What follows belongs to an exercise in optimizing a design on an open flow for small area, a short achievable clock period and few clock cycles; a production flow would make more cautious choices.
The RTL was checked by simulation tests, not by an equivalence proof against the original design.

==> flow/design.v (outline; a module is shown in full before it is edited, if it fits) <==
// module fwdkm_seq: 7705 lines
// module fwd_fa: 10 lines
// module fwd_ha: 9 lines
module fwdkm_seq #(
  parameter int unsigned NJ    = 3,
  parameter int unsigned ANG_W = 32,
  parameter int unsigned COS_W = 32,
  parameter int unsigned LEN_W = 16,
  parameter int unsigned ACC_W = 64
) (
  input  logic                 clk,
  input  logic                reset,
  input  logic                in_valid,
  output logic                in_ready,
  input  logic [ANG_W-1:0]    yaw_ang,
  input  logic [NJ*ANG_W-1:0] jnt_ang,
  input  logic [NJ*ANG_W-1:0] jnt_off,
  input  logic [NJ*LEN_W-1:0] link_len,
  input  logic [LEN_W-1:0]    base_h,
  output logic                cos_req_valid,
  input  logic                cos_req_ready,
  output logic [ANG_W-1:0]    cos_req_angle,
  input  logic                cos_rsp_valid,
  input  logic [COS_W-1:0]    cos_rsp_data,
  output logic                out_valid,
  input  logic                out_ready,
  output logic [ACC_W-1:0]    pos_x,
  output logic [ACC_W-1:0]    pos_y,
  output logic [ACC_W-1:0]    pos_z,
  output logic                busy
);
  // ...
==> flow/flow/run.sh <==
#!/bin/bash
set -euo pipefail
bash standard.sh SETUP_SLACK_MARGIN=7.0 'BUFFER_PORTS_ARGS=-buffer_cell sky130_fd_sc_hd__buf_1' finish > standard_flow.log 2>&1
==> flow/standard.sh <==
#!/bin/bash
# synth_recipe.tcl (not shown) runs the flow's synth.tcl, then flattens the netlist and writes it again
# the make line also repeats each setting of config.mk as NAME=value (left out here)
make -C /OpenROAD-flow-scripts/flow DESIGN_CONFIG=/design/flow/config.mk WORK_HOME=/design/flow/orfs CLKGATE_MAP_FILE= SYNTH_SCRIPT=/design/flow/synth_recipe.tcl "${@:-finish}"
==> flow/config.mk <==
export PLATFORM = sky130hd
export DESIGN_NAME = fwdkm_seq
export DESIGN_NICKNAME = fwdkm_seq
export VERILOG_FILES = /design/flow/design.v
export SDC_FILE = /design/flow/constraint.sdc
export NUM_CORES = 4
export LEC_CHECK = 0
export CAP_MARGIN = 20
export CORE_MARGIN = 5
export CORE_UTILIZATION = 40
export CTS_BUF_LIST = sky130_fd_sc_hd__clkbuf_8
export CTS_CLUSTER_DIAMETER = 80
export CTS_CLUSTER_SIZE = 15
export SLEW_MARGIN = 20
export SYNTH_HIERARCHICAL = 1
export TNS_END_PERCENT = 0
==> flow/constraint.sdc <==
create_clock -name core_clock -period 13.0 [get_ports {clk}]
set_input_delay 2.6000 -clock core_clock [delete_from_list [all_inputs] [get_ports {clk}]]
set_output_delay 2.6000 -clock core_clock [all_outputs]
set_load 0.01 [all_outputs]
==> out/summary.txt, run 1 <==
STATUS
------------------------------------------------------------------------------------
Status ................................................................  no timing/DRC/antenna violations

CRITICAL PATH
------------------------------------------------------------------------------------
Critical Path End .....................................................      x_q[49]
Critical Path, Cell by Cell ........................................... buf_12 > a22oi_2 > xnor2_1 > fa_1 > fa_1 > fa_1 > fa_1 > fa_1 > ha_2 > a21oi_1 > nand2_1 > a221oi_2 > o32ai_1 > or2_4 > a21o_4 > a31oi_4 > a21oi_4 > a211oi_2 > o21bai_1 > xnor2_1
Worst-case register-to-register setup slack ...........................      7.08 ns
Most Frequent Cell on Critical Path ................................... sky130_fd_sc_hd__fa_1
R2R Path End ..........................................................      x_q[49]
Largest delay share family, worst path ................................  adder cells
Maximum fanout count along the critical path ..........................           17

LOGIC SYNTHESIS
------------------------------------------------------------------------------------
Area share of the leading cell type in the synthesized netlist ........        0.320
Complex-gate fraction of the synthesized area .........................        0.134
Proportion of synthesized flip-flops having asynchronous set or reset .       0.0284
Cell with the most instances after synthesis .......................... sky130_fd_sc_hd__xnor2_1

FINAL LAYOUT
------------------------------------------------------------------------------------
Multi-input gates .....................................................        3,726
Area added between synthesis and finish ...............................        8.17%
Number of nets in the layout ..........................................        6,531
Antenna cells .........................................................           25

CLOCKING
------------------------------------------------------------------------------------
Clock transition at the registers of the reported paths ...............      0.09 ns
CTS tree ..............................................................        built
Sinks on the clock net ................................................          668

TIMING
------------------------------------------------------------------------------------
Fraction of the cycle the final worst path needs ......................        0.456
Worst hold slack across all endpoints .................................     0.455 ns
RSZ-0062 raised after global routing ..................................         true

GRT
------------------------------------------------------------------------------------
Layer with the highest usage ..........................................         met2
Vias in the first global route ........................................        40.3k
Met2 global-route usage ...............................................        0.326

MIN PATH
------------------------------------------------------------------------------------
Type of the most critical hold path ................................... register to register
Cell count of the worst hold path .....................................            0

ROUTING
------------------------------------------------------------------------------------
Routed Wire Length ....................................................       164 mm
Routed met1 length ....................................................      70.8 mm

FLOORPLAN
------------------------------------------------------------------------------------
Floorplan die width ...................................................       391 um
Site Rows .............................................................          139

Testbench counts, summed over its fixed seeds: cycles 3,144.
==> inputs of run 2 (changes only) <==
--- a/flow/design.v
+++ b/flow/design.v
@@ -148,17 +148,17 @@
     if (accept) begin
       l1_q <= link_len[31:16];
       l2_q <= link_len[47:32];
     end else if (mac_v_q && mac_a_q) begin
       l1_q <= l2_q;
     end
     if (req_fire && q_q[0] && q_q != 3'd7)
       ra_q <= (q_q == 3'd5) ? yw_q : abase + (q_q[1] ? s2_q : s1_q);
-    creg_q <= cos_rsp_data;
+    creg_q <= (ans && rsp_k <= 3'd5) ? cos_rsp_data : '0;
   end
   logic [8:0]  bm_one;
   logic [7:0]  bm_two, bm_neg;
   logic [15:0] lnext;
   logic [8:0]  bn_one, bn_two, bn_neg;
   assign lnext = accept ? link_len[15:0] : l1_q;
   always_comb begin
     logic [17:0] lx;
@@ -173,25 +173,24 @@
     if (accept || (mac_v_q && mac_a_q)) begin
       bm_one <= bn_one;
       bm_two <= bn_two[7:0];
       bm_neg <= bn_neg[7:0];
     end
   end
   logic [RW-1:0] acc_in, mac_sum;
   always_comb begin
-    if (mac_z_q)      acc_in = '0;
+    if (!mac_v_q)     acc_in = x_q;
+    else if (mac_z_q) acc_in = '0;
     else if (mac_b_q) acc_in = {4'd0, bh_q, 30'd0};
-    else                      acc_in = y_q;
+    else              acc_in = y_q;
   end
   always_ff @(posedge clk) begin
-    if (mac_v_q) begin
-      x_q <= mac_sum;
-      y_q <= x_q;
-    end
+    x_q <= mac_sum;
+    if (mac_v_q) y_q <= x_q;
   end
   logic [2:0] yz_one, yz_two, yz_neg, yx_one, yx_two, yx_neg;
   logic [6:0] wz, wx;
   logic [2:0] nz_one, nz_two, nz_neg, nx_one, nx_two, nx_neg;
   assign wz = ans6 ? {cos_rsp_data[5:0], 1'b0} : c6_q[11:5];
   assign wx = ans7 ? {cos_rsp_data[5:0], 1'b0} : c7_q[11:5];
   always_comb begin
     for (int j = 0; j < 3; j++) begin
==> flow/flow/run.sh (replaced) <==
#!/bin/bash
set -euo pipefail
bash standard.sh SETUP_SLACK_MARGIN=7.5 'BUFFER_PORTS_ARGS=-buffer_cell sky130_fd_sc_hd__buf_1' finish > standard_flow.log 2>&1
--- a/flow/config.mk
+++ b/flow/config.mk
@@ -6,11 +6,12 @@
 export NUM_CORES = 4
 export LEC_CHECK = 0
 export CAP_MARGIN = 20
 export CORE_MARGIN = 5
 export CORE_UTILIZATION = 40
 export CTS_BUF_LIST = sky130_fd_sc_hd__clkbuf_8
 export CTS_CLUSTER_DIAMETER = 80
 export CTS_CLUSTER_SIZE = 15
+export PLACE_DENSITY = 0.75
 export SLEW_MARGIN = 20
 export SYNTH_HIERARCHICAL = 1
 export TNS_END_PERCENT = 0
==> run 2 against run 1 <==
Still clean; via count up 1.5%; global-route usage down 0.57 points; synthesized cell count up 0.57%; register-to-register slack about the same; sequential share of layout area down 0.56 points; design area down 0.85%; hold slack better by 0.0041 ns; synthesized area down 0.72%; critical path type unchanged.
==> out/summary.txt, run 2 <==
GRT
----------------------------------------------------------------------------------------
Initial antenna violation count ...........................................           11   was 31
Vias in the first global route ............................................        41.2k   was 40.3k
Global-route wire length before repair ....................................       245 mm   was 247 mm
Global route overflow .....................................................            0   unchanged
Global-route total usage across every layer ...............................        0.203   was 0.209
Largest net degree at the start of global routing .........................          121   was 99

TIMING
----------------------------------------------------------------------------------------
Slew Viols, Final .........................................................            0   unchanged
Max-Slew Margin vs Limit ..................................................        0.261   was 0.280
Final setup violation count ...............................................            0   unchanged
Highest Clock Rate ........................................................      169 MHz   about the same
Setup skew after layout ...................................................    0.0732 ns   was 0.0450 ns
Setup TNS .................................................................         0 ns   unchanged
Hold violation count in the final report ..................................            0   unchanged
RSZ-0062 raised after global routing ......................................         true   unchanged
Min Clock Period, post-route ..............................................      5.92 ns   about the same
Fraction of the cycle the final worst path needs ..........................        0.455   was 0.456
Slew at the pin with the worst max-slew slack .............................      1.11 ns   was 1.08 ns

CRITICAL PATH
----------------------------------------------------------------------------------------
Capturing element type of the critical path ...............................     register   unchanged
CP Buf/Inv Count ..........................................................            6   was 1
Data arrival time of the worst path .......................................      6.62 ns   was 6.47 ns
Highest-delay cell along the critical path ................................ sky130_fd_sc_hd__dfrtp_4   was sky130_fd_sc_hd__fa_1
R2R Path End ..............................................................      x_q[48]   was x_q[49]
Classification of the worst setup path .................................... register to register   unchanged
Critical Path, Cell by Cell ............................................... clkinv_16 > nor3_4 > buf_12 > buf_6 > buf_4 > a22o_1 > fa_1 > fa_1 > fa_1 > fa_1 > fa_1 > ha_4 > nand4_1 > buf_4 > nor3_4 > a311oi_4 > a211o_1 > a211o_1 > o21ai_2 > a21o_1 > buf_4 > xor2_1   was buf_12 > a22oi_2 > xnor2_1 > fa_1 > fa_1 > fa_1 > fa_1 > fa_1 > ha_2 > a21oi_1 > nand2_1 > a221oi_2 > o32ai_1 > or2_4 > a21o_4 > a31oi_4 > a21oi_4 > a211oi_2 > o21bai_1 > xnor2_1
Most Frequent Cell on Critical Path ....................................... sky130_fd_sc_hd__fa_1   unchanged
Count of cell instances traversed by the critical path ....................           22   was 20
Worst stage delay on the critical path ....................................      0.57 ns   was 0.55 ns
CP Launch Point ...........................................................      mac_v_q   was bm_one[0]
Startpoint types ..........................................................     register   unchanged
Worst-case register-to-register setup slack ...............................      7.08 ns   about the same
Required arrival time at the worst endpoint ...............................     13.71 ns   was 13.55 ns
Largest delay share family, worst path ....................................  adder cells   unchanged
Maximum fanout count along the critical path ..............................            7   was 17
Launching point of the worst reg2reg path .................................      mac_v_q   was bm_one[0]
Logic depth of the worst register-to-register path ........................           22   was 20

PLACED DESIGN
----------------------------------------------------------------------------------------
Total half-perimeter wirelength after legalization and detailed placement .       118 mm   was 120 mm
PortBufs ..................................................................          553   unchanged
Number of instances in the placed design ..................................        7,112   was 7,098
Dpl cell area ............................................................. 0.0602 sq mm   was 0.0605 sq mm
Final RePlAce weighted congestion .........................................        0.935   was 0.879

ROUTING
----------------------------------------------------------------------------------------
Routed Wire Length ........................................................       158 mm   was 164 mm
Routed met2 length ........................................................      76.3 mm   was 73.6 mm
Routed met1 length ........................................................      63.6 mm   was 70.8 mm
Max Used Layer ............................................................         met5   unchanged
Number of nets still failing antenna checks after routing .................            0   unchanged
Post-DR vias/cell .........................................................         5.56   was 5.48
Number of remaining DRC errors ............................................            0   unchanged
Pre-Repair DR Iteration Count .............................................            8   unchanged
Number of vias in the routed layout .......................................        40.4k   was 39.8k
Routed wire length on met3 ................................................      12.7 mm   was 13.0 mm
Count of routing violations after the opening detailed-route iteration ....        3,247   was 3,296
Average routed wire per standard cell .....................................      21.8 um   was 22.5 um

FINAL LAYOUT
----------------------------------------------------------------------------------------
Registers with the highest flip-flop counts ............................... px_q: 56 flops, pz_q: 56 flops   unchanged
Count of filler cells inserted in the layout ..............................        13.4k   about the same
Area taken by multi-input logic gates ..................................... 0.0356 sq mm   was 0.0355 sq mm
Fraction of layout cells with a size suffix above 1 .......................       0.0697   was 0.0732
Most common library cell in the layout ignoring fill and taps ............. sky130_fd_sc_hd__xnor2_1   unchanged
Area added between synthesis and finish ...................................        8.04%   was 8.17%
Number of nets in the layout ..............................................        6,548   was 6,531
Final design instance area without fill ................................... 0.0621 sq mm   was 0.0627 sq mm
Commonest cells after routing, fill and taps aside ........................ 682 x sky130_fd_sc_hd__xnor2_1, 567 x sky130_fd_sc_hd__edfxtp_1, 552 x sky130_fd_sc_hd__buf_1, 544 x sky130_fd_sc_hd__a22oi_1, 460 x sky130_fd_sc_hd__fa_1   was 670 x sky130_fd_sc_hd__xnor2_1, 617 x sky130_fd_sc_hd__edfxtp_1, 553 x sky130_fd_sc_hd__buf_1, 529 x sky130_fd_sc_hd__a22oi_1, 476 x sky130_fd_sc_hd__fa_1
Register cell area after layout ........................................... 0.0192 sq mm   was 0.0197 sq mm
Final core area utilization ...............................................        0.433   was 0.436
Final cell count without fillers ..........................................        7,263   was 7,255

FLOORPLAN
----------------------------------------------------------------------------------------
Effective utilization at floorplan ........................................        0.401   was 0.403
Floorplan die width .......................................................       389 um   was 391 um
Core area .................................................................  0.143 sq mm   was 0.144 sq mm
Die footprint .............................................................  0.151 sq mm   was 0.152 sq mm
Site Rows .................................................................          139   unchanged
Top-level I/O count .......................................................          554   unchanged
Overall die height ........................................................       389 um   was 391 um

LOGIC SYNTHESIS
----------------------------------------------------------------------------------------
Syn Inst Count ............................................................        5,113   was 5,084
Synth Flop Type ........................................................... sky130_fd_sc_hd__edfxtp_1   unchanged
Proportion of synthesized chip area in sequential cells ...................        0.333   was 0.339
Cell with the most instances after synthesis .............................. sky130_fd_sc_hd__xnor2_1   unchanged
Mapped Avg Cell Area ......................................................   11.2 sq um   was 11.4 sq um
Cell type with the highest aggregate area in the netlist .................. sky130_fd_sc_hd__edfxtp_1   unchanged
Leading cell types by count after synthesis ............................... 682 x sky130_fd_sc_hd__xnor2_1, 567 x sky130_fd_sc_hd__edfxtp_1, 544 x sky130_fd_sc_hd__a22oi_1   was 673 x sky130_fd_sc_hd__xnor2_1, 617 x sky130_fd_sc_hd__edfxtp_1, 544 x sky130_fd_sc_hd__a22oi_1
Proportion of synthesized flip-flops having asynchronous set or reset .....       0.0284   unchanged
Number of synthesized flops with an enable pin ............................          567   was 617
Leading cell types by total area after synthesis .......................... sky130_fd_sc_hd__edfxtp_1 30%, sky130_fd_sc_hd__fa_1 17%, sky130_fd_sc_hd__xnor2_1 10%   was sky130_fd_sc_hd__edfxtp_1 32%, sky130_fd_sc_hd__fa_1 17%, sky130_fd_sc_hd__xnor2_1 10%
Number of warning messages in the yosys log ...............................           10   unchanged
Netlist area before placement ............................................. 0.0575 sq mm   was 0.0579 sq mm
Area share of the leading cell type in the synthesized netlist ............        0.296   was 0.320
Syn nets ..................................................................        6,363   was 6,334
Number of library cell types mapped by synthesis ..........................           72   was 77
Number of synthesized register bits .......................................          668   unchanged

CLOCKING
----------------------------------------------------------------------------------------
Maximum buffer depth of the clock tree ....................................            3   unchanged
Num CTS Buffers ...........................................................           60   was 69
Hold-fix buffers, CTS .....................................................            0   unchanged
Clock transition at the registers of the reported paths ...................      0.11 ns   was 0.09 ns
CTS tree ..................................................................        built   unchanged
Insertion delay to the later sink of the worst-skew pair ..................      0.77 ns   was 0.81 ns
Sinks on the clock net ....................................................          668   unchanged
Clock tree root driver cell ............................................... sky130_fd_sc_hd__clkbuf_8   unchanged
H-tree depth ..............................................................            2   was 3

MIN PATH
----------------------------------------------------------------------------------------
Cell count of the worst hold path .........................................            0   unchanged
Worst-case hold path end point ............................................     ry_q[42]   was y_q[13]
Min-delay src .............................................................      y_q[42]   was x_q[13]
Type of the most critical hold path ....................................... register to register   unchanged

STATUS
----------------------------------------------------------------------------------------
Status ....................................................................  no timing/DRC/antenna violations   unchanged

FLOW RUN
----------------------------------------------------------------------------------------
MaxCap Viol Count .........................................................            0   unchanged

run 2: cells by family (layout without fill, tap and decap cells):
family          after synthesis  after routing  synth area share
compound gates             1110           1110             0.136
fa+ha+maj                   924            924             0.264
simple gates                794            794            0.0676
xor+xnor                    791            791             0.120
buf+inv                     698            934            0.0548
flops                       668            668             0.333
mux                         128            128            0.0239
other cells                   0             11                 0
run 2: modules after synthesis, one instance, submodules excluded:
module / cells inside / times used / area, sq um / flip-flops and latches
fwdkm_seq: 4539 / 1 / 46900 / 668
fwd_ha: 1 / 125 / 12.5 / 0
fwd_fa: 1 / 449 / 20.0 / 0
run 2: how the worst max path moves through the flow:
stage | end | slack, ns
3_5_place_dp | x_q[49] | 6.25
6_report | x_q[48] | 7.08
5_1_grt | x_q[48] | 6.89
2_1_floorplan | x_q[27] | 7.19
3_3_place_gp | x_q[49] | 6.31
4_1_cts | x_q[48] | 7.13
run 2: through the flow:
| stage | hold slack [ns] | worst slack (ns) |
|---|---|---|
| floorplan | 0.426 | 7.19 |
| global placement | 0.431 | 6.31 |
| finish | 0.459 | 7.08 |
| CTS | 0.462 | 7.13 |
| global route | 0.468 | 6.89 |
| detailed placement | 0.437 | 6.25 |
run 2: repair_timing:
action                                  in CTS  in global routing
pin swaps                                   22                  6
endpoints found under the setup margin      93                 75
buffers inserted                            21                  3
cloned                                       3                  0
resized for setup                           78                 19
run 2: metal layers:
metal | vias up | global-route usage
met5 | - | 0
met4 | 2 | 0.0642
met3 | 266 | 0.0349
met2 | 1806 | 0.343
met1 | 20000 | 0.267
li1 | 18300 | -
run 2: cell type report:
| cell class | instances | share of cell area |
|---|---|---|
| Clock buffer | 63 | 0.0140 |
| Clock inverter | 50 | 0.00669 |
| Multi-Input combinational cell | 3747 | 0.574 |
| Timing Repair Buffer | 637 | 0.0458 |
| Timing Repair inverter | 2 | 0.000524 |
| Inverter | 182 | 0.0114 |
| Sequential cell | 668 | 0.309 |
| Antenna cell | 11 | 0.000443 |
| Tap cell | 1903 | 0.0383 |
Testbench counts of run 2, summed over its fixed seeds: cycles 3,144.
==> inputs of run 3 (changes only) <==
--- a/flow/config.mk
+++ b/flow/config.mk
@@ -7,11 +7,10 @@
 export LEC_CHECK = 0
 export CAP_MARGIN = 20
 export CORE_MARGIN = 5
-export CORE_UTILIZATION = 40
+export CORE_UTILIZATION = 55
 export CTS_BUF_LIST = sky130_fd_sc_hd__clkbuf_8
 export CTS_CLUSTER_DIAMETER = 80
 export CTS_CLUSTER_SIZE = 15
-export PLACE_DENSITY = 0.75
 export SLEW_MARGIN = 20
 export SYNTH_HIERARCHICAL = 1
 export TNS_END_PERCENT = 0
==> run 3 against run 2 <==
Routed wire length grew 1.2%; critical endpoint is now x_q[49]; global-route usage grew 7.8 points; utilization increased by 16 points; still clean on timing, DRC and antenna; register-to-register slack gained 0.02 ns; synthesized cell count unchanged; maximum frequency up 0.37%; via count down 0.97%; clock-buffer cell count decreased by 6; sequential cell count unchanged; non-clock buffer count is 12 higher.
==> out/summary.txt, run 3 <==
STATUS
----------------------------------------------------------------------------------------
Status ....................................................................  no timing/DRC/antenna violations   unchanged

CRITICAL PATH
----------------------------------------------------------------------------------------
Logic depth of the worst register-to-register path ........................           21   was 22
Worst-case register-to-register setup slack ...............................      7.10 ns   was 7.08 ns
Maximum fanout count along the critical path ..............................            7   unchanged
Launching point of the worst reg2reg path .................................      mac_v_q   unchanged
Startpoint types ..........................................................     register   unchanged
Data arrival time of the worst path .......................................      6.53 ns   was 6.62 ns
CP Launch Point ...........................................................      mac_v_q   unchanged
Required arrival time at the worst endpoint ...............................     13.63 ns   was 13.71 ns
Capturing element type of the critical path ...............................     register   unchanged
R2R Path End ..............................................................      x_q[49]   was x_q[48]
Critical Path End .........................................................      x_q[49]   was x_q[48]
Classification of the worst setup path .................................... register to register   unchanged

FINAL LAYOUT
----------------------------------------------------------------------------------------
Final core area utilization ...............................................        0.595   was 0.433
Area added between synthesis and finish ...................................        7.27%   was 8.04%
Most common library cell in the layout ignoring fill and taps ............. sky130_fd_sc_hd__xnor2_1   unchanged
Number of nets in the layout ..............................................        6,558   was 6,548
Commonest cells after routing, fill and taps aside ........................ 682 x sky130_fd_sc_hd__xnor2_1, 567 x sky130_fd_sc_hd__edfxtp_1, 553 x sky130_fd_sc_hd__buf_1, 544 x sky130_fd_sc_hd__a22oi_1, 455 x sky130_fd_sc_hd__fa_1   was 682 x sky130_fd_sc_hd__xnor2_1, 567 x sky130_fd_sc_hd__edfxtp_1, 552 x sky130_fd_sc_hd__buf_1, 544 x sky130_fd_sc_hd__a22oi_1, 460 x sky130_fd_sc_hd__fa_1
Fraction of layout cells with a size suffix above 1 .......................       0.0767   was 0.0697
Registers with the highest flip-flop counts ............................... px_q: 56 flops, pz_q: 56 flops   unchanged

ROUTING
----------------------------------------------------------------------------------------
Number of remaining DRC errors ............................................            0   unchanged
Routed Wire Length ........................................................       160 mm   was 158 mm
Pre-Repair DR Iteration Count .............................................            7   was 8
Number of nets still failing antenna checks after routing .................            0   unchanged
Number of vias in the routed layout .......................................        40.0k   was 40.4k
Average routed wire per standard cell .....................................      23.7 um   was 21.8 um
Post-DR vias/cell .........................................................         5.93   was 5.56
Count of routing violations after the opening detailed-route iteration ....        3,539   was 3,247

LOGIC SYNTHESIS
----------------------------------------------------------------------------------------
Syn nets ..................................................................        6,363   unchanged
Area share of the leading cell type in the synthesized netlist ............        0.296   unchanged
Simple-gate portion of the synthesized area ...............................       0.0676   unchanged
Synth Area in XOR/XNOR ....................................................        0.120   unchanged
Leading cell types by total area after synthesis .......................... sky130_fd_sc_hd__edfxtp_1 30%, sky130_fd_sc_hd__fa_1 17%, sky130_fd_sc_hd__xnor2_1 10%   unchanged
Cell type with the highest aggregate area in the netlist .................. sky130_fd_sc_hd__edfxtp_1   unchanged
Share of synthesized area spent on multiplexers ...........................       0.0239   unchanged
Cell with the most instances after synthesis .............................. sky130_fd_sc_hd__xnor2_1   unchanged
Number of synthesized flops with an enable pin ............................          567   unchanged
Area share of fa/ha/maj cells after synthesis .............................        0.264   unchanged
Proportion of synthesized flip-flops having asynchronous set or reset .....       0.0284   unchanged
Number of library cell types mapped by synthesis ..........................           72   unchanged
Leading cell types by count after synthesis ............................... 682 x sky130_fd_sc_hd__xnor2_1, 567 x sky130_fd_sc_hd__edfxtp_1, 544 x sky130_fd_sc_hd__a22oi_1   unchanged
Number of synthesized register bits .......................................          668   unchanged
Proportion of synthesized chip area in sequential cells ...................        0.333   unchanged
Synth Flop Type ........................................................... sky130_fd_sc_hd__edfxtp_1   unchanged
Dominant combinational cell family by area after synthesis ................  adder cells   unchanged
Number of warning messages in the yosys log ...............................           10   unchanged
Complex-gate fraction of the synthesized area .............................        0.136   unchanged
Mapped Avg Cell Area ......................................................   11.2 sq um   unchanged
Syn Inst Count ............................................................        5,113   unchanged
Netlist area before placement ............................................. 0.0575 sq mm   unchanged

GRT
----------------------------------------------------------------------------------------
Vias in the first global route ............................................        40.2k   was 41.2k
Global route overflow .....................................................            0   unchanged
Global-route wire length before repair ....................................       245 mm   about the same
Global-route total usage across every layer ...............................        0.282   was 0.203
Largest net degree at the start of global routing .........................          119   was 121
Initial antenna violation count ...........................................           17   was 11

FLOORPLAN
----------------------------------------------------------------------------------------
Die footprint .............................................................  0.111 sq mm   was 0.151 sq mm
Floorplan die width .......................................................       333 um   was 389 um
Overall die height ........................................................       333 um   was 389 um
Top-level I/O count .......................................................          554   unchanged
Site Rows .................................................................          118   was 139
Effective utilization at floorplan ........................................        0.555   was 0.401
Core area .................................................................  0.104 sq mm   was 0.143 sq mm

CLOCKING
----------------------------------------------------------------------------------------
H-tree depth ..............................................................            2   unchanged
Num CTS Buffers ...........................................................           56   was 60
Clock tree root driver cell ............................................... sky130_fd_sc_hd__clkbuf_8   unchanged
Clock transition at the registers of the reported paths ...................      0.11 ns   about the same
Maximum buffer depth of the clock tree ....................................            3   unchanged
CTS tree ..................................................................        built   unchanged
Insertion delay to the later sink of the worst-skew pair ..................      0.78 ns   was 0.77 ns
Sinks on the clock net ....................................................          668   unchanged

TIMING
----------------------------------------------------------------------------------------
Setup skew after layout ...................................................    0.0679 ns   was 0.0732 ns
RSZ-0062 raised after global routing ......................................         true   unchanged
Fraction of the cycle the final worst path needs ..........................        0.453   was 0.455
Slew at the pin with the worst max-slew slack .............................      1.11 ns   about the same
Setup TNS .................................................................         0 ns   unchanged
Hold violation count in the final report ..................................            0   unchanged
Highest Clock Rate ........................................................      170 MHz   was 169 MHz
Slew Viols, Final .........................................................            0   unchanged
Final setup violation count ...............................................            0   unchanged
Max-Slew Margin vs Limit ..................................................        0.259   was 0.261
Final critical-path setup slack ...........................................      7.10 ns   was 7.08 ns
Min Clock Period, post-route ..............................................      5.90 ns   was 5.92 ns

PLACED DESIGN
----------------------------------------------------------------------------------------
PortBufs ..................................................................          553   unchanged
Setup slack after placement ...............................................      6.35 ns   was 6.25 ns
Total half-perimeter wirelength after legalization and detailed placement .       119 mm   was 118 mm
Final RePlAce weighted congestion .........................................        0.905   was 0.935

MIN PATH
----------------------------------------------------------------------------------------
Type of the most critical hold path ....................................... register to register   unchanged
Cell count of the worst hold path .........................................            0   unchanged

FLOW RUN
----------------------------------------------------------------------------------------
MaxCap Viol Count .........................................................            0   unchanged

==> run 3: area by class of cell <==
class                           instances  area (sq um)
Antenna cell                           11          27.5
Clock buffer                           57           785
Clock inverter                         49           345
Fill cell                            8830         42000
Inverter                              182           709
Multi-Input combinational cell       3749         35900
Sequential cell                       668         19200
Tap cell                             1380          1730
Timing Repair Buffer                  649          2970
Timing Repair inverter                  2          32.5
==> run 3: through the flow <==
stage	cell area [sq um]	hold WS, ns	std cells
2_1_floorplan	57800	0.426	5113
3_3_place_gp	59500	0.434	6591
3_5_place_dp	59600	0.438	6592
4_1_cts	61400	0.396	6728
5_1_grt	61700	0.433	6745
6_report	61700	0.407	6747
==> run 3: timing repair <==
item,in CTS,in global routing
pin swaps,28,34
cloned,6,0
hold buffers,0,0
setup endpoints to repair,106,73
gates resized for setup,82,37
buffers inserted,24,8
==> run 3: worst max-delay path, stage by stage, from the launching register on <==
cell and delay [ns]:
sky130_fd_sc_hd__dfrtp_4 0.56, sky130_fd_sc_hd__clkinv_16 0.08, sky130_fd_sc_hd__nor3_4 0.05, sky130_fd_sc_hd__buf_12 0.14, sky130_fd_sc_hd__buf_12 0.13, sky130_fd_sc_hd__buf_4 0.14
sky130_fd_sc_hd__a22o_4 0.23, sky130_fd_sc_hd__fa_1 0.49, sky130_fd_sc_hd__fa_1 0.42, sky130_fd_sc_hd__fa_1 0.39, sky130_fd_sc_hd__fa_1 0.51, sky130_fd_sc_hd__fa_1 0.46
sky130_fd_sc_hd__ha_4 0.31, sky130_fd_sc_hd__nand4_1 0.20, sky130_fd_sc_hd__nor2_2 0.17, sky130_fd_sc_hd__nand4_1 0.21, sky130_fd_sc_hd__a211o_1 0.37, sky130_fd_sc_hd__a211o_1 0.35
sky130_fd_sc_hd__o21ai_2 0.15, sky130_fd_sc_hd__a21o_1 0.17, sky130_fd_sc_hd__a21oi_2 0.07, sky130_fd_sc_hd__xnor2_1 0.12
==> run 3: modules after synthesis, one instance, submodules excluded <==
module,flops+latches,area (sq um),cells inside,times used
fwd_ha,0,12.5,1,125
fwd_fa,0,20.0,1,449
fwdkm_seq,668,46900,4539,1
==> run 3: cell families after synthesis <==
family                     count (synthesis)
AOI/OAI and AO/OA                       1110
xor gates and xnor gates                 791
adders and majority gates                924
buffers and inverters                    698
DFF                                      668
muxes                                    128
and+or+nand+nor                          794
==> run 3: layer usage <==
layer  track usage  share of wire  vias to the layer above
li1              -              -                    18300
met1         0.398           0.43                    19900
met2         0.446           0.46                     1560
met3        0.0512          0.074                      234
met4        0.0906          0.034                        4
met5             0        0.00021                        -
==> run 3: worst min-delay path by stage <==
stage	from	to
2_1_floorplan	y_q[30]	ry_q[30]
3_3_place_gp	y_q[34]	ry_q[34]
3_5_place_dp	y_q[30]	ry_q[30]
4_1_cts	y_q[30]	ry_q[30]
5_1_grt	y_q[30]	ry_q[30]
6_report	y_q[30]	ry_q[30]
==> inputs of run 4 (changes only) <==
--- a/flow/config.mk
+++ b/flow/config.mk
@@ -7,7 +7,7 @@
 export LEC_CHECK = 0
 export CAP_MARGIN = 20
 export CORE_MARGIN = 5
-export CORE_UTILIZATION = 55
+export CORE_UTILIZATION = 40
 export CTS_BUF_LIST = sky130_fd_sc_hd__clkbuf_8
 export CTS_CLUSTER_DIAMETER = 80
 export CTS_CLUSTER_SIZE = 15
==> run 4 against run 3 <==
Routed wire length grew 3.2%; sequential cell count unchanged; final cell count grew 7.6%; maximum frequency increased by 0.32%; first-iteration DRC count is 15% lower; design area is 0.70% higher; critical path depth down 1.
==> out/summary.txt, run 4 <==
STATUS
----------------------------------------------------------------------------------------
Status ....................................................................  no timing/DRC/antenna violations   unchanged

FINAL LAYOUT
----------------------------------------------------------------------------------------
Number of nets in the layout ..............................................        6,550   was 6,558
Final cell count without fillers ..........................................        7,262   was 6,747
Final design instance area without fill ................................... 0.0621 sq mm   was 0.0617 sq mm
Count of filler cells inserted in the layout ..............................        13.6k   was 8,830
Registers with the highest flip-flop counts ............................... px_q: 56 flops, pz_q: 56 flops   unchanged
Final core area utilization ...............................................        0.433   was 0.595
Fraction of layout cells with a size suffix above 1 .......................       0.0708   was 0.0767
Most common library cell in the layout ignoring fill and taps ............. sky130_fd_sc_hd__xnor2_1   unchanged
Commonest cells after routing, fill and taps aside ........................ 682 x sky130_fd_sc_hd__xnor2_1, 567 x sky130_fd_sc_hd__edfxtp_1, 553 x sky130_fd_sc_hd__buf_1, 544 x sky130_fd_sc_hd__a22oi_1, 470 x sky130_fd_sc_hd__fa_1   was 682 x sky130_fd_sc_hd__xnor2_1, 567 x sky130_fd_sc_hd__edfxtp_1, 553 x sky130_fd_sc_hd__buf_1, 544 x sky130_fd_sc_hd__a22oi_1, 455 x sky130_fd_sc_hd__fa_1
Area added between synthesis and finish ...................................        8.02%   was 7.27%

FLOORPLAN
----------------------------------------------------------------------------------------
Overall die height ........................................................       389 um   was 333 um
Site Rows .................................................................          139   was 118
Core area .................................................................  0.143 sq mm   was 0.104 sq mm
Floorplan die width .......................................................       389 um   was 333 um
Top-level I/O count .......................................................          554   unchanged
Effective utilization at floorplan ........................................        0.401   was 0.555
Die footprint .............................................................  0.151 sq mm   was 0.111 sq mm

GRT
----------------------------------------------------------------------------------------
Initial antenna violation count ...........................................           27   was 17
Global-route wire length before repair ....................................       252 mm   was 245 mm
Global-route total usage across every layer ...............................        0.213   was 0.282
Global route overflow .....................................................            0   unchanged
Vias in the first global route ............................................        41.0k   was 40.2k
Largest net degree at the start of global routing .........................           77   was 119

TIMING
----------------------------------------------------------------------------------------
Final setup violation count ...............................................            0   unchanged
Slew at the pin with the worst max-slew slack .............................      1.03 ns   was 1.11 ns
Worst hold slack across all endpoints .....................................     0.423 ns   was 0.407 ns
Setup skew after layout ...................................................    0.0935 ns   was 0.0679 ns
Fraction of the cycle the final worst path needs ..........................        0.452   was 0.453
Highest Clock Rate ........................................................      170 MHz   about the same
RSZ-0062 raised after global routing ......................................         true   unchanged
Slew Viols, Final .........................................................            0   unchanged
Final critical-path setup slack ...........................................      7.12 ns   was 7.10 ns
Setup TNS .................................................................         0 ns   unchanged
Hold violation count in the final report ..................................            0   unchanged
Max-Slew Margin vs Limit ..................................................        0.312   was 0.259
Min Clock Period, post-route ..............................................      5.88 ns   was 5.90 ns

ROUTING
----------------------------------------------------------------------------------------
Pre-Repair DR Iteration Count .............................................            6   was 7
Post-DR vias/cell .........................................................         5.50   was 5.93
Number of vias in the routed layout .......................................        40.0k   about the same
Routed Wire Length ........................................................       165 mm   was 160 mm
Number of nets still failing antenna checks after routing .................            0   unchanged
Number of remaining DRC errors ............................................            0   unchanged
Count of routing violations after the opening detailed-route iteration ....        3,004   was 3,539
Average routed wire per standard cell .....................................      22.7 um   was 23.7 um

CRITICAL PATH
----------------------------------------------------------------------------------------
Most Frequent Cell on Critical Path ....................................... sky130_fd_sc_hd__fa_1   unchanged
Startpoint types ..........................................................     register   unchanged
Capturing element type of the critical path ...............................     register   unchanged
Data arrival time of the worst path .......................................      6.58 ns   was 6.53 ns
Classification of the worst setup path .................................... register to register   unchanged
Required arrival time at the worst endpoint ...............................     13.70 ns   was 13.63 ns
Highest-delay cell along the critical path ................................ sky130_fd_sc_hd__fa_2   was sky130_fd_sc_hd__dfrtp_4
Critical Path, Cell by Cell ............................................... clkinv_16 > nor3_4 > buf_12 > a22o_1 > fa_1 > fa_2 > fa_1 > fa_1 > ha_4 > ha_4 > and4_1 > a221o_1 > a31o_4 > nand4_1 > a211o_1 > a211o_1 > o21ai_2 > a21o_1 > a21oi_2 > xnor2_1   was clkinv_16 > nor3_4 > buf_12 > buf_12 > buf_4 > a22o_4 > fa_1 > fa_1 > fa_1 > fa_1 > fa_1 > ha_4 > nand4_1 > nor2_2 > nand4_1 > a211o_1 > a211o_1 > o21ai_2 > a21o_1 > a21oi_2 > xnor2_1
Maximum fanout count along the critical path ..............................            7   unchanged
Worst stage delay on the critical path ....................................      0.56 ns   about the same

LOGIC SYNTHESIS
----------------------------------------------------------------------------------------
Proportion of synthesized flip-flops having asynchronous set or reset .....       0.0284   unchanged
Synth Flop Type ........................................................... sky130_fd_sc_hd__edfxtp_1   unchanged
Cell type with the highest aggregate area in the netlist .................. sky130_fd_sc_hd__edfxtp_1   unchanged
Number of synthesized flops with an enable pin ............................          567   unchanged
Number of synthesized register bits .......................................          668   unchanged
Netlist area before placement ............................................. 0.0575 sq mm   unchanged
Number of library cell types mapped by synthesis ..........................           72   unchanged
Leading cell types by count after synthesis ............................... 682 x sky130_fd_sc_hd__xnor2_1, 567 x sky130_fd_sc_hd__edfxtp_1, 544 x sky130_fd_sc_hd__a22oi_1   unchanged
Area share of the leading cell type in the synthesized netlist ............        0.296   unchanged
Leading cell types by total area after synthesis .......................... sky130_fd_sc_hd__edfxtp_1 30%, sky130_fd_sc_hd__fa_1 17%, sky130_fd_sc_hd__xnor2_1 10%   unchanged
Mapped Avg Cell Area ......................................................   11.2 sq um   unchanged
Syn nets ..................................................................        6,363   unchanged
Proportion of synthesized chip area in sequential cells ...................        0.333   unchanged
Syn Inst Count ............................................................        5,113   unchanged
Number of warning messages in the yosys log ...............................           10   unchanged
Cell with the most instances after synthesis .............................. sky130_fd_sc_hd__xnor2_1   unchanged

PLACED DESIGN
----------------------------------------------------------------------------------------
Number of instances in the placed design ..................................        7,117   was 6,592
Total half-perimeter wirelength after legalization and detailed placement .       121 mm   was 119 mm
Setup slack after placement ...............................................      6.28 ns   was 6.35 ns
Dpl cell area ............................................................. 0.0602 sq mm   was 0.0596 sq mm
Final RePlAce weighted congestion .........................................        0.888   was 0.905
PortBufs ..................................................................          553   unchanged

CLOCKING
----------------------------------------------------------------------------------------
H-tree depth ..............................................................            2   unchanged
Hold-fix buffers, CTS .....................................................            0   unchanged
Clock transition at the registers of the reported paths ...................      0.11 ns   about the same
Clock tree root driver cell ............................................... sky130_fd_sc_hd__clkbuf_8   unchanged
Num CTS Buffers ...........................................................           59   was 56
Maximum buffer depth of the clock tree ....................................            3   unchanged
Sinks on the clock net ....................................................          668   unchanged
CTS tree ..................................................................        built   unchanged
Insertion delay to the later sink of the worst-skew pair ..................      0.83 ns   was 0.78 ns

MIN PATH
----------------------------------------------------------------------------------------
Type of the most critical hold path ....................................... register to register   unchanged

FLOW RUN
----------------------------------------------------------------------------------------
MaxCap Viol Count .........................................................            0   unchanged

## run 4: cell counts after synthesis
Identical to the previous run, type by type.
## run 4: repair_timing
action / in CTS / in global routing
gates cloned: 6 / 0
resized for setup: 68 / 32
buffers inserted: 12 / 7
setup endpoints to repair: 100 / 84
pin swaps: 12 / 18
## run 4: kinds of logic after synthesis
kind of cell	after synthesis	share of synthesized area
AOI/OAI and AO/OA	1110	0.136
xor gates and xnor gates	791	0.120
adders and majority gates	924	0.264
buffers and inverters	698	0.0548
DFF	668	0.333
muxes	128	0.0239
and+or+nand+nor	794	0.0676
## run 4: worst paths after layout
path / from / endpoint / slack, ns / cells after the start
min in group asynchronous: reset / bcnt_q[1] / 1.87 / 2
min reg2reg: y_q[36] / ry_q[36] / 0.42 / 0
max reg2reg: mac_v_q / x_q[49] / 7.12 / 20
max: mac_v_q / x_q[49] / 7.12 / 20
min: y_q[36] / ry_q[36] / 0.42 / 0
max in group asynchronous: reset / mac_v_q / 10.56 / 2
## run 4: final cells by class
class | count | area (sq um) | area share
multi-input cells | 3749 | 35700 | 0.575
clock buffers | 60 | 826 | 0.0133
clock inverters | 52 | 419 | 0.00675
repair inverters | 2 | 32.5 | 0.000524
diodes | 8 | 20.0 | 0.000322
repair buffers | 638 | 2840 | 0.0458
well taps | 1903 | 2380 | 0.0383
inverters | 182 | 711 | 0.0114
flip-flops and latches | 668 | 19200 | 0.309
## run 4: worst max-delay path: cells and delay by family (launching register included)
family,cells,cell delay [ns]
adder cells (fa/ha/maj),6,2.50
AO/OA/AOI/OAI,8,1.62
AND/OR/NAND/NOR,3,0.72
flip-flops,1,0.52
buffers and inverters,2,0.24
XOR/XNOR,1,0.12
## run 4: modules after synthesis, one instance, submodules excluded
module	copies in the design	cells inside	flops+latches
fwdkm_seq	1	4539	668
fwd_fa	449	1	0
fwd_ha	125	1	0
## run 4: routing by layer
metal,global-route usage,up-vias,part of all wire
met5,0,-,0.00074
met4,0.0682,20,0.034
met3,0.0370,293,0.070
met2,0.343,1474,0.46
met1,0.294,19900,0.43
li1,-,18300,-
==> inputs of run 5 (changes only) <==
==> flow/flow/run.sh (replaced) <==
#!/bin/bash
set -euo pipefail
bash standard.sh SETUP_SLACK_MARGIN=8.5 'BUFFER_PORTS_ARGS=-buffer_cell sky130_fd_sc_hd__buf_1' finish > standard_flow.log 2>&1
==> run 5 against run 4 <==
Still clean; clock skew did not move; synthesized cell count did not move; design area did not move.
==> out/summary.txt, run 5 <==
FINAL LAYOUT
----------------------------------------------------------------------------------------
Registers with the highest flip-flop counts ............................... px_q: 56 flops, pz_q: 56 flops   unchanged
Final core area utilization ...............................................        0.433   unchanged
Fraction of layout cells with a size suffix above 1 .......................       0.0708   unchanged
Area added between synthesis and finish ...................................        8.02%   unchanged
Count of filler cells inserted in the layout ..............................        13.6k   unchanged
Number of nets in the layout ..............................................        6,550   unchanged
Commonest cells after routing, fill and taps aside ........................ 682 x sky130_fd_sc_hd__xnor2_1, 567 x sky130_fd_sc_hd__edfxtp_1, 553 x sky130_fd_sc_hd__buf_1, 544 x sky130_fd_sc_hd__a22oi_1, 470 x sky130_fd_sc_hd__fa_1   unchanged
Most common library cell in the layout ignoring fill and taps ............. sky130_fd_sc_hd__xnor2_1   unchanged

LOGIC SYNTHESIS
----------------------------------------------------------------------------------------
Cell with the most instances after synthesis .............................. sky130_fd_sc_hd__xnor2_1   unchanged
Synth Area in XOR/XNOR ....................................................        0.120   unchanged
Area share of fa/ha/maj cells after synthesis .............................        0.264   unchanged
Syn nets ..................................................................        6,363   unchanged
Synth Flop Type ........................................................... sky130_fd_sc_hd__edfxtp_1   unchanged
Simple-gate portion of the synthesized area ...............................       0.0676   unchanged
Cell type with the highest aggregate area in the netlist .................. sky130_fd_sc_hd__edfxtp_1   unchanged
Number of synthesized flops with an enable pin ............................          567   unchanged
Mapped Avg Cell Area ......................................................   11.2 sq um   unchanged
Leading cell types by total area after synthesis .......................... sky130_fd_sc_hd__edfxtp_1 30%, sky130_fd_sc_hd__fa_1 17%, sky130_fd_sc_hd__xnor2_1 10%   unchanged
Complex-gate fraction of the synthesized area .............................        0.136   unchanged
Proportion of synthesized chip area in sequential cells ...................        0.333   unchanged
Proportion of synthesized flip-flops having asynchronous set or reset .....       0.0284   unchanged
Dominant combinational cell family by area after synthesis ................  adder cells   unchanged
Netlist area before placement ............................................. 0.0575 sq mm   unchanged
Area share of the leading cell type in the synthesized netlist ............        0.296   unchanged
Leading cell types by count after synthesis ............................... 682 x sky130_fd_sc_hd__xnor2_1, 567 x sky130_fd_sc_hd__edfxtp_1, 544 x sky130_fd_sc_hd__a22oi_1   unchanged
Share of synthesized area spent on multiplexers ...........................       0.0239   unchanged
Number of synthesized register bits .......................................          668   unchanged
Number of warning messages in the yosys log ...............................           10   unchanged
Syn Inst Count ............................................................        5,113   unchanged
Number of library cell types mapped by synthesis ..........................           72   unchanged

GRT
----------------------------------------------------------------------------------------
Global-route wire length before repair ....................................       252 mm   unchanged
Initial antenna violation count ...........................................           27   unchanged
Global-route total usage across every layer ...............................        0.213   unchanged
Global route overflow .....................................................            0   unchanged
Vias in the first global route ............................................        41.0k   unchanged
Largest net degree at the start of global routing .........................           77   unchanged

PLACED DESIGN
----------------------------------------------------------------------------------------
Setup slack after placement ...............................................      6.28 ns   unchanged
Total half-perimeter wirelength after legalization and detailed placement .       121 mm   unchanged
PortBufs ..................................................................          553   unchanged
Final RePlAce weighted congestion .........................................        0.888   unchanged

CRITICAL PATH
----------------------------------------------------------------------------------------
Highest-delay cell along the critical path ................................ sky130_fd_sc_hd__fa_2   unchanged
CP Buf/Inv Count ..........................................................            2   unchanged
Logic depth of the worst register-to-register path ........................           20   unchanged
Launching point of the worst reg2reg path .................................      mac_v_q   unchanged
Classification of the worst setup path .................................... register to register   unchanged
Worst-case register-to-register setup slack ...............................      7.12 ns   about the same
Largest delay share family, worst path ....................................  adder cells   unchanged
Capturing element type of the critical path ...............................     register   unchanged
Startpoint types ..........................................................     register   unchanged
Most Frequent Cell on Critical Path ....................................... sky130_fd_sc_hd__fa_1   unchanged
Data arrival time of the worst path .......................................      6.58 ns   about the same
Worst stage delay on the critical path ....................................      0.56 ns   about the same
Maximum fanout count along the critical path ..............................            7   unchanged
Required arrival time at the worst endpoint ...............................     13.70 ns   about the same
R2R Path End ..............................................................      x_q[49]   unchanged
CP Launch Point ...........................................................      mac_v_q   unchanged
Critical Path, Cell by Cell ............................................... clkinv_16 > nor3_4 > buf_12 > a22o_1 > fa_1 > fa_2 > fa_1 > fa_1 > ha_4 > ha_4 > and4_1 > a221o_1 > a31o_4 > nand4_1 > a211o_1 > a211o_1 > o21ai_2 > a21o_1 > a21oi_2 > xnor2_1   unchanged

CLOCKING
----------------------------------------------------------------------------------------
Maximum buffer depth of the clock tree ....................................            3   unchanged
Sinks on the clock net ....................................................          668   unchanged
H-tree depth ..............................................................            2   unchanged
Insertion delay to the later sink of the worst-skew pair ..................      0.83 ns   about the same
Clock tree root driver cell ............................................... sky130_fd_sc_hd__clkbuf_8   unchanged
CTS tree ..................................................................        built   unchanged
Clock transition at the registers of the reported paths ...................      0.11 ns   about the same
Hold-fix buffers, CTS .....................................................            0   unchanged
Num CTS Buffers ...........................................................           59   unchanged

TIMING
----------------------------------------------------------------------------------------
Worst hold slack across all endpoints .....................................     0.423 ns   unchanged
Setup TNS .................................................................         0 ns   unchanged
Slew at the pin with the worst max-slew slack .............................      1.03 ns   unchanged
Hold violation count in the final report ..................................            0   unchanged
Max-Slew Margin vs Limit ..................................................        0.312   unchanged
Setup skew after layout ...................................................    0.0935 ns   unchanged
Fraction of the cycle the final worst path needs ..........................        0.452   unchanged
Highest Clock Rate ........................................................      170 MHz   unchanged
Min Clock Period, post-route ..............................................      5.88 ns   unchanged
RSZ-0062 raised after global routing ......................................         true   unchanged
Final critical-path setup slack ...........................................      7.12 ns   unchanged
Slew Viols, Final .........................................................            0   unchanged
Final setup violation count ...............................................            0   unchanged

FLOORPLAN
----------------------------------------------------------------------------------------
Core area .................................................................  0.143 sq mm   unchanged
Floorplan die width .......................................................       389 um   unchanged
Effective utilization at floorplan ........................................        0.401   unchanged
Site Rows .................................................................          139   unchanged
Overall die height ........................................................       389 um   unchanged
Die footprint .............................................................  0.151 sq mm   unchanged
Top-level I/O count .......................................................          554   unchanged

FLOW RUN
----------------------------------------------------------------------------------------
MaxCap Viol Count .........................................................            0   unchanged

ROUTING
----------------------------------------------------------------------------------------
Max Used Layer ............................................................         met5   unchanged
Number of nets still failing antenna checks after routing .................            0   unchanged
Routed met2 length ........................................................      76.3 mm   unchanged
Post-DR vias/cell .........................................................         5.50   unchanged
Count of routing violations after the opening detailed-route iteration ....        3,004   unchanged
Number of remaining DRC errors ............................................            0   unchanged
Number of vias in the routed layout .......................................        40.0k   unchanged
Routed wire length on met3 ................................................      11.5 mm   unchanged
Average routed wire per standard cell .....................................      22.7 um   unchanged
Routed met1 length ........................................................      71.6 mm   unchanged
Routed Wire Length ........................................................       165 mm   unchanged
Pre-Repair DR Iteration Count .............................................            6   unchanged

STATUS
----------------------------------------------------------------------------------------
Status ....................................................................  no timing/DRC/antenna violations   unchanged

MIN PATH
----------------------------------------------------------------------------------------
Type of the most critical hold path ....................................... register to register   unchanged
Worst-case hold path end point ............................................     ry_q[36]   unchanged
Cell count of the worst hold path .........................................            0   unchanged
Min-delay src .............................................................      y_q[36]   unchanged

run 5: cell families (layout without fill, tap and decap cells):
group                      Yosys count  after routing
buffers and inverters              698            934
AOI/OAI and AO/OA                 1110           1110
xor gates and xnor gates           791            791
other                                0              8
muxes                              128            128
adders and majority gates          924            924
DFF                                668            668
and+or+nand+nor                    794            796
run 5: worst register-to-register path, cell delays in order, from the launching register on:
cell and delay, ns:
sky130_fd_sc_hd__dfrtp_4 0.52, sky130_fd_sc_hd__clkinv_16 0.07, sky130_fd_sc_hd__nor3_4 0.32, sky130_fd_sc_hd__buf_12 0.17
sky130_fd_sc_hd__a22o_1 0.16, sky130_fd_sc_hd__fa_1 0.46, sky130_fd_sc_hd__fa_2 0.56, sky130_fd_sc_hd__fa_1 0.43
sky130_fd_sc_hd__fa_1 0.55, sky130_fd_sc_hd__ha_4 0.22, sky130_fd_sc_hd__ha_4 0.29, sky130_fd_sc_hd__and4_1 0.22
sky130_fd_sc_hd__a221o_1 0.18, sky130_fd_sc_hd__a31o_4 0.15, sky130_fd_sc_hd__nand4_1 0.19, sky130_fd_sc_hd__a211o_1 0.36
sky130_fd_sc_hd__a211o_1 0.36, sky130_fd_sc_hd__o21ai_2 0.16, sky130_fd_sc_hd__a21o_1 0.18, sky130_fd_sc_hd__a21oi_2 0.07
sky130_fd_sc_hd__xnor2_1 0.12
run 5: metrics by stage:
stage / instance area, sq um / std cells
floorplan: 57800 / 5113
detailed placement: 60200 / 7117
finish: 62100 / 7262
global placement: 60200 / 7117
global route: 62100 / 7261
CTS: 61900 / 7247
run 5: Yosys stat by module, one instance, submodules excluded:
module / copies in the design / cell area, sq um / cells inside / flops+latches
fwd_ha: 125 / 12.5 / 1 / 0
fwd_fa: 449 / 20.0 / 1 / 0
fwdkm_seq: 1 / 46900 / 4539 / 668
run 5: routing by layer:
| layer | vias up | global-route usage |
|---|---|---|
| met1 | 19900 | 0.294 |
| met5 | - | 0 |
| met2 | 1474 | 0.343 |
| met4 | 20 | 0.0682 |
| li1 | 18300 | - |
| met3 | 293 | 0.0370 |
run 5: cell type report:
type	count	area, sq um	share of cell area
multi-input cells	3749	35700	0.575
flip-flops and latches	668	19200	0.309
repair buffers	638	2840	0.0458
well taps	1903	2380	0.0383
clock buffers	60	826	0.0133
inverters	182	711	0.0114
clock inverters	52	419	0.00675
repair inverters	2	32.5	0.000524
diodes	8	20.0	0.000322
run 5: worst max-delay path by stage:
stage / to / cells after the start
2_1_floorplan: x_q[27] / 21
3_3_place_gp: x_q[49] / 20
3_5_place_dp: x_q[49] / 20
4_1_cts: x_q[46] / 21
5_1_grt: x_q[27] / 22
6_report: x_q[49] / 20
run 5: what timing repair did:
action / CTS / global route
cloned: 6 / 0
setup buffers: 12 / 7
setup endpoints to repair: 353 / 373
gates resized for setup: 68 / 32
pin swaps: 12 / 18

==> afterwards: timing with drivers on the ports <==
The flow's constraints put no driver on any port. The routed layouts listed below were extracted and timed again, unchanged, in two steps. Step 1 sets driving cells, clkbuf_16 on the clock port and buf_2 on the other inputs (assumed; they add their load-dependent delay and slew). Step 2 adds t to the input delays and takes it off the output delays; t is the mean of the earliest and latest rising clock arrival at the registers after step 1. Input paths then give back, and output paths get back, about the clock's delay inside the block. Three values: no drivers, after step 1, after step 2; two values: the first two.
| run | t, ns | setup WS [ns] | clock arrival spread, ns | worst data-port slew with drivers (ns) |
|---|---|---|---|---|
| run 1 | 0.860 | 7.077 / 7.052 / 6.747 | 0.050 / 0.050 | 0.22 |
| run 2 | 0.796 | 7.083 / 7.081 / 6.696 | 0.082 / 0.082 | 0.15 |
| run 3 | 0.815 | 7.105 / 7.078 / 7.001 | 0.070 / 0.070 | 0.13 |
| run 4 | 0.861 | 7.123 / 7.055 / 6.882 | 0.094 / 0.095 | 0.17 |
| run 5 | 0.861 | 7.123 / 7.055 / 6.882 | 0.094 / 0.095 | 0.17 |
After both steps every run listed still meets setup and hold. The setup slack of run 2, which loses most, moves by -0.002 ns with the drivers and by -0.387 ns with both steps.
